This is an optimization exercise on Yosys and OpenROAD, whose aim is small area and a short achievable clock period, not a production implementation.
The RTL was checked by simulation tests, not by an equivalence proof against the original design.
Power figures rest on the tool's default switching activity, not on a simulated workload. The clock port is modelled as an ideal driver; clocking choices that lean on that would not hold on a real chip.

==> run K <==
==> flow/design.v <==
`default_nettype none
package any1_alu_queue_pkg;
   typedef struct packed {
      logic        wr;
      logic [5:0]  rid;
      logic [31:0] ir;
      logic [63:0] a;
      logic [63:0] b;
      logic [63:0] c;
      logic [63:0] d;
      logic [63:0] imm;
   } sALUrec;
endpackage
module any1_alu_queue #(
   parameter int DEPTH        = 8,
   parameter int AFULL_MARGIN = 2
) (
   input  logic                     rst_i,
   input  logic                     clk_i,
   input  logic                     flush_i,
   input  logic [358:0]             rec_i,
   output logic [358:0]             rec_o,
   output logic                     valid_o,
   input  logic                     rdy_i,
   output logic [$clog2(DEPTH):0]   count_o,
   output logic                     full_o,
   output logic                     afull_o,
   output logic                     ovf_o
);
   localparam int AW = $clog2(DEPTH);
   localparam int CW = AW + 1;
   localparam int PW = 359 - 1;    
   localparam logic [CW-1:0] AFULL_LEVEL =
      (AFULL_MARGIN >= DEPTH) ? '0 : CW'(DEPTH - AFULL_MARGIN);
   logic [PW-1:0]  mem [DEPTH];
   logic [AW-1:0]  rptr;
   logic [AW-1:0]  wptr;
   logic [CW-1:0]  count;
   logic           ovf;
   logic           full;
   logic           valid;
   logic           push;
   logic           pop;
   logic [PW-1:0]  payload_in;
   any1_alu_queue_pkg::sALUrec rec_in;
   any1_alu_queue_pkg::sALUrec rec_out;
   assign rec_in = rec_i;
   assign rec_o  = rec_out;
   assign full  = (count == CW'(DEPTH));
   assign valid = (count != '0);
   assign pop  = valid & rdy_i & ~flush_i;
   assign push = rec_in.wr & ~flush_i & (~full | pop);
   assign payload_in = {rec_in.rid, rec_in.ir, rec_in.a, rec_in.b,
                        rec_in.c, rec_in.d, rec_in.imm};
   always_ff @(posedge clk_i or posedge rst_i) begin
      if (rst_i) begin
         rptr  <= '0;
         wptr  <= '0;
         count <= '0;
         ovf   <= 1'b0;
      end else if (flush_i) begin
         rptr  <= '0;
         wptr  <= '0;
         count <= '0;
         ovf   <= 1'b0;
      end else begin
         if (push) begin
            wptr <= wptr + AW'(1);
         end
         if (pop) begin
            rptr <= rptr + AW'(1);
         end
         if (push && !pop) begin
            count <= count + CW'(1);
         end else if (pop && !push) begin
            count <= count - CW'(1);
         end
         if (rec_in.wr && full && !pop) begin
            ovf <= 1'b1;
         end
      end
   end
   always_ff @(posedge clk_i) begin
      if (push) begin
         mem[wptr] <= payload_in;
      end
   end
   always_comb begin
      rec_out    = {1'b0, mem[rptr]};
      rec_out.wr = valid;
   end
   assign valid_o = valid;
   assign count_o = count;
   assign full_o  = full;
   assign afull_o = (count >= AFULL_LEVEL);
   assign ovf_o   = ovf;
endmodule
`default_nettype wire
==> flow/run.sh <==
#!/bin/bash
# synth_recipe.tcl (not shown) runs the flow's synth.tcl, then flattens the netlist and writes it again
# the make line also repeats each setting of config.mk as NAME=value (left out here)
make -C /OpenROAD-flow-scripts/flow DESIGN_CONFIG=/design/flow/config.mk WORK_HOME=/design/flow/orfs CLKGATE_MAP_FILE= SYNTH_SCRIPT=/design/flow/synth_recipe.tcl finish
==> flow/config.mk <==
export PLATFORM = sky130hd
export DESIGN_NAME = any1_alu_queue
export DESIGN_NICKNAME = any1_alu_queue
export VERILOG_FILES = /design/flow/design.v
export SDC_FILE = /design/flow/constraint.sdc
export NUM_CORES = 4
export LEC_CHECK = 0
export CAP_MARGIN = 20
export CORE_MARGIN = 2
export CORE_UTILIZATION = 40
export SLEW_MARGIN = 20
==> flow/constraint.sdc <==
create_clock -name core_clock -period 4.4 [get_ports {clk_i}]
set_input_delay 0.8800 -clock core_clock [delete_from_list [all_inputs] [get_ports {clk_i}]]
set_output_delay 0.8800 -clock core_clock [all_outputs]
set_load 0.01 [all_outputs]
==> run B (differences from run K) <==
==> flow/design.v (replaced) <==
`default_nettype none
module any1_alu_queue #(
   parameter int DEPTH        = 8,
   parameter int AFULL_MARGIN = 2
) (
   input  logic                     rst_i,
   input  logic                     clk_i,
   input  logic                     flush_i,
   input  logic [358:0]             rec_i,
   output logic [358:0]             rec_o,
   output logic                     valid_o,
   input  logic                     rdy_i,
   output logic [$clog2(DEPTH):0]   count_o,
   output logic                     full_o,
   output logic                     afull_o,
   output logic                     ovf_o
);
   localparam int PW = 358;            
   localparam int RN = DEPTH - 1;      
   logic [PW-1:0]  head;
   logic [PW-1:0]  ring [RN];
   logic [RN-1:0]  wptr;               
   logic [RN-1:0]  rsel;               
   logic [RN-1:0]  wsel_n;             
   logic [RN-1:0]  wsel_p;             
   logic [3:0]     count;
   logic           valid, full, afull, ovf;
   logic           le1;                
   logic           wr, go;
   logic           pop, push;
   logic           head_in;            
   logic           head_ring;          
   logic           head_hold;
   logic [RN-1:0]  head_sel;
   logic           ring_wr;            
   logic [RN-1:0]  ring_we;
   logic [3:0]     count_nx;
   logic [RN-1:0]  rptr_nx;
   logic [RN-1:0]  rptr;
   logic [RN-1:0]  wptr_nx;
   logic [PW-1:0]  head_nx;
   assign wr   = rec_i[358];
   assign go   = ~flush_i;
   assign pop  = valid & rdy_i & go;
   assign push = wr & go & (~full | pop);
   assign head_in   = wr & go & (rdy_i ? le1 : ~valid);
   assign head_ring = rdy_i & go & ~le1;
   assign head_sel  = {RN{rdy_i & go}} & rsel;
   assign head_hold = ~head_in & ~head_ring;
   assign ring_we = {RN{wr & go}} & (rdy_i ? wsel_p : wsel_n);
   assign ring_wr = |ring_we;
   always_comb begin
      count_nx = count;
      if (push & ~pop) count_nx = count + 4'd1;
      else if (pop & ~push) count_nx = count - 4'd1;
   end
   assign rptr_nx = head_ring ? {rptr[RN-2:0], rptr[RN-1]} : rptr;
   assign wptr_nx = ring_wr ? {wptr[RN-2:0], wptr[RN-1]} : wptr;
   always_ff @(posedge clk_i or posedge rst_i) begin
      if (rst_i) begin
         count <= '0;
         valid <= 1'b0;
         full  <= 1'b0;
         afull <= 1'b0;
         ovf   <= 1'b0;
         le1   <= 1'b1;
         rptr  <= RN'(1);
         rsel  <= '0;
         wptr  <= RN'(1);
         wsel_n <= '0;
         wsel_p <= '0;
      end else if (flush_i) begin
         count <= '0;
         valid <= 1'b0;
         full  <= 1'b0;
         afull <= 1'b0;
         ovf   <= 1'b0;
         le1   <= 1'b1;
         rptr  <= RN'(1);
         rsel  <= '0;
         wptr  <= RN'(1);
         wsel_n <= '0;
         wsel_p <= '0;
      end else begin
         count <= count_nx;
         valid <= (count_nx != 4'd0);
         full  <= (count_nx == 4'(DEPTH));
         afull <= (count_nx >= 4'(DEPTH - AFULL_MARGIN));
         le1   <= (count_nx <= 4'd1);
         if (wr & full & ~pop) ovf <= 1'b1;
         rptr  <= rptr_nx;
         rsel  <= (count_nx >= 4'd2) ? rptr_nx : '0;
         wptr  <= wptr_nx;
         wsel_n <= ((count_nx >= 4'd1) & (count_nx <= 4'(DEPTH - 1))) ? wptr_nx : '0;
         wsel_p <= (count_nx >= 4'd2) ? wptr_nx : '0;
      end
   end
   for (genvar b = 0; b < PW; b++) begin : g_head
      logic g0, g1, g2;
      any1_alu_queue_aoi222 u_g0 (
         .s0(head_hold),   .d0(head[b]),
         .s1(head_in),     .d1(rec_i[b]),
         .s2(head_sel[0]), .d2(ring[0][b]), .y(g0));
      any1_alu_queue_aoi222 u_g1 (
         .s0(head_sel[1]), .d0(ring[1][b]),
         .s1(head_sel[2]), .d1(ring[2][b]),
         .s2(head_sel[3]), .d2(ring[3][b]), .y(g1));
      any1_alu_queue_aoi222 u_g2 (
         .s0(head_sel[4]), .d0(ring[4][b]),
         .s1(head_sel[5]), .d1(ring[5][b]),
         .s2(head_sel[6]), .d2(ring[6][b]), .y(g2));
      any1_alu_queue_nand3 u_n (.a(g0), .b(g1), .c(g2), .y(head_nx[b]));
   end
   always_ff @(posedge clk_i) head <= head_nx;
   for (genvar k = 0; k < RN; k++) begin : g_ring
      always_ff @(posedge clk_i) begin
         if (ring_we[k]) ring[k] <= rec_i[PW-1:0];
      end
   end
   assign rec_o   = {valid, head};
   assign valid_o = valid;
   assign count_o = count;
   assign full_o  = full;
   assign afull_o = afull;
   assign ovf_o   = ovf;
endmodule
module any1_alu_queue_aoi222 (
   input  logic s0, d0, s1, d1, s2, d2,
   output logic y
);
   assign y = ~((s0 & d0) | (s1 & d1) | (s2 & d2));
endmodule
module any1_alu_queue_nand3 (
   input  logic a, b, c,
   output logic y
);
   assign y = ~(a & b & c);
endmodule
`default_nettype wire
==> flow/flow/run.sh (new file) <==
#!/bin/bash
# Layout flow: the standard ORFS flow (standard.sh), with the port
# buffers made from buf_1 cells instead of the default delay-buffer cell and
# the clock tree built without dummy balancing loads.
set -euo pipefail
export BUFFER_PORTS_ARGS="-buffer_cell sky130_fd_sc_hd__buf_1"
export CTS_ARGS="-sink_clustering_enable -repair_clock_nets -sink_clustering_size 30 -sink_clustering_max_diameter 80 -dont_use_dummy_load"
bash standard.sh > standard.log 2>&1
==> flow/standard.sh (new file) <==
#!/bin/bash
# synth_recipe.tcl (not shown) runs the flow's synth.tcl, then flattens the netlist and writes it again
# the make line also repeats each setting of config.mk as NAME=value (left out here)
make -C /OpenROAD-flow-scripts/flow DESIGN_CONFIG=/design/flow/config.mk WORK_HOME=/design/flow/orfs CLKGATE_MAP_FILE= SYNTH_SCRIPT=/design/flow/synth_recipe.tcl "${@:-finish}"
CORE_UTILIZATION = 65   (was 40)
CTS_CLUSTER_DIAMETER = 80   (was not set)
CTS_CLUSTER_SIZE = 30   (was not set)
PLACE_DENSITY = 0.75   (was not set)
SETUP_SLACK_MARGIN = 2.2   (was not set)
SYNTH_HIERARCHICAL = 1   (was not set)
SYNTH_MINIMUM_KEEP_SIZE = 0   (was not set)
removed: flow/run.sh
==> key figures <==
Status
  – Outcome: complete, no violations

Detailed routing
  – WL final: 251,000 um

Setup path
  – Slowest stage cell, crit path: nor2b_4
  – Crit path kind: in -> reg

Cells and area
  – Multi-input gate share of the layout cell area: 12.4%

Global route
  – GRT Total Usage: 31.9%
  – First-pass GRT wire length: 359,000 um

Pwr
  – Switching share of total power: 22.4%
The numbers above come from run B.

==> key figures <==
Global route
  – First-pass GRT wire length: 363,000 um
  – GRT Total Usage: 18.2%

Cells and area
  – Multi-input gate share of the layout cell area: 15.7%

Pwr
  – Switching share of total power: 25.3%

Status
  – Outcome: complete, no violations

Setup path
  – Slowest stage cell, crit path: clkdlybuf4s50_1
  – Crit path kind: reg -> out
The numbers above come from run K.

## port drivers added, routing unchanged
The results above use ideal ports. As a check the final layouts listed here were re-extracted and re-timed, cells and wires unchanged.
Step 1: set_driving_cell puts a clkbuf_16 on clk_i and a buf_2 on each other input, an assumption about the parent block.
Step 2, shift: input delay + t, output delay - t, t = (earliest + latest rising clock arrival at the registers) / 2. This alone moves slack from input paths to output paths.
Three values: ideal ports, drivers, drivers and shift; two values: the first two.
run	shift t [ns]	setup slack, ns	worst data-port slew with drivers (ns)
run K	0.959	0.068 / -0.029 / 0.431	0.20
run B	0.817	2.129 / 2.112 / 1.367	0.21
After both steps setup and hold are still met in every run listed. For run B, which loses most, drivers alone change the setup slack by -0.017 ns; drivers and shift together by -0.762 ns.
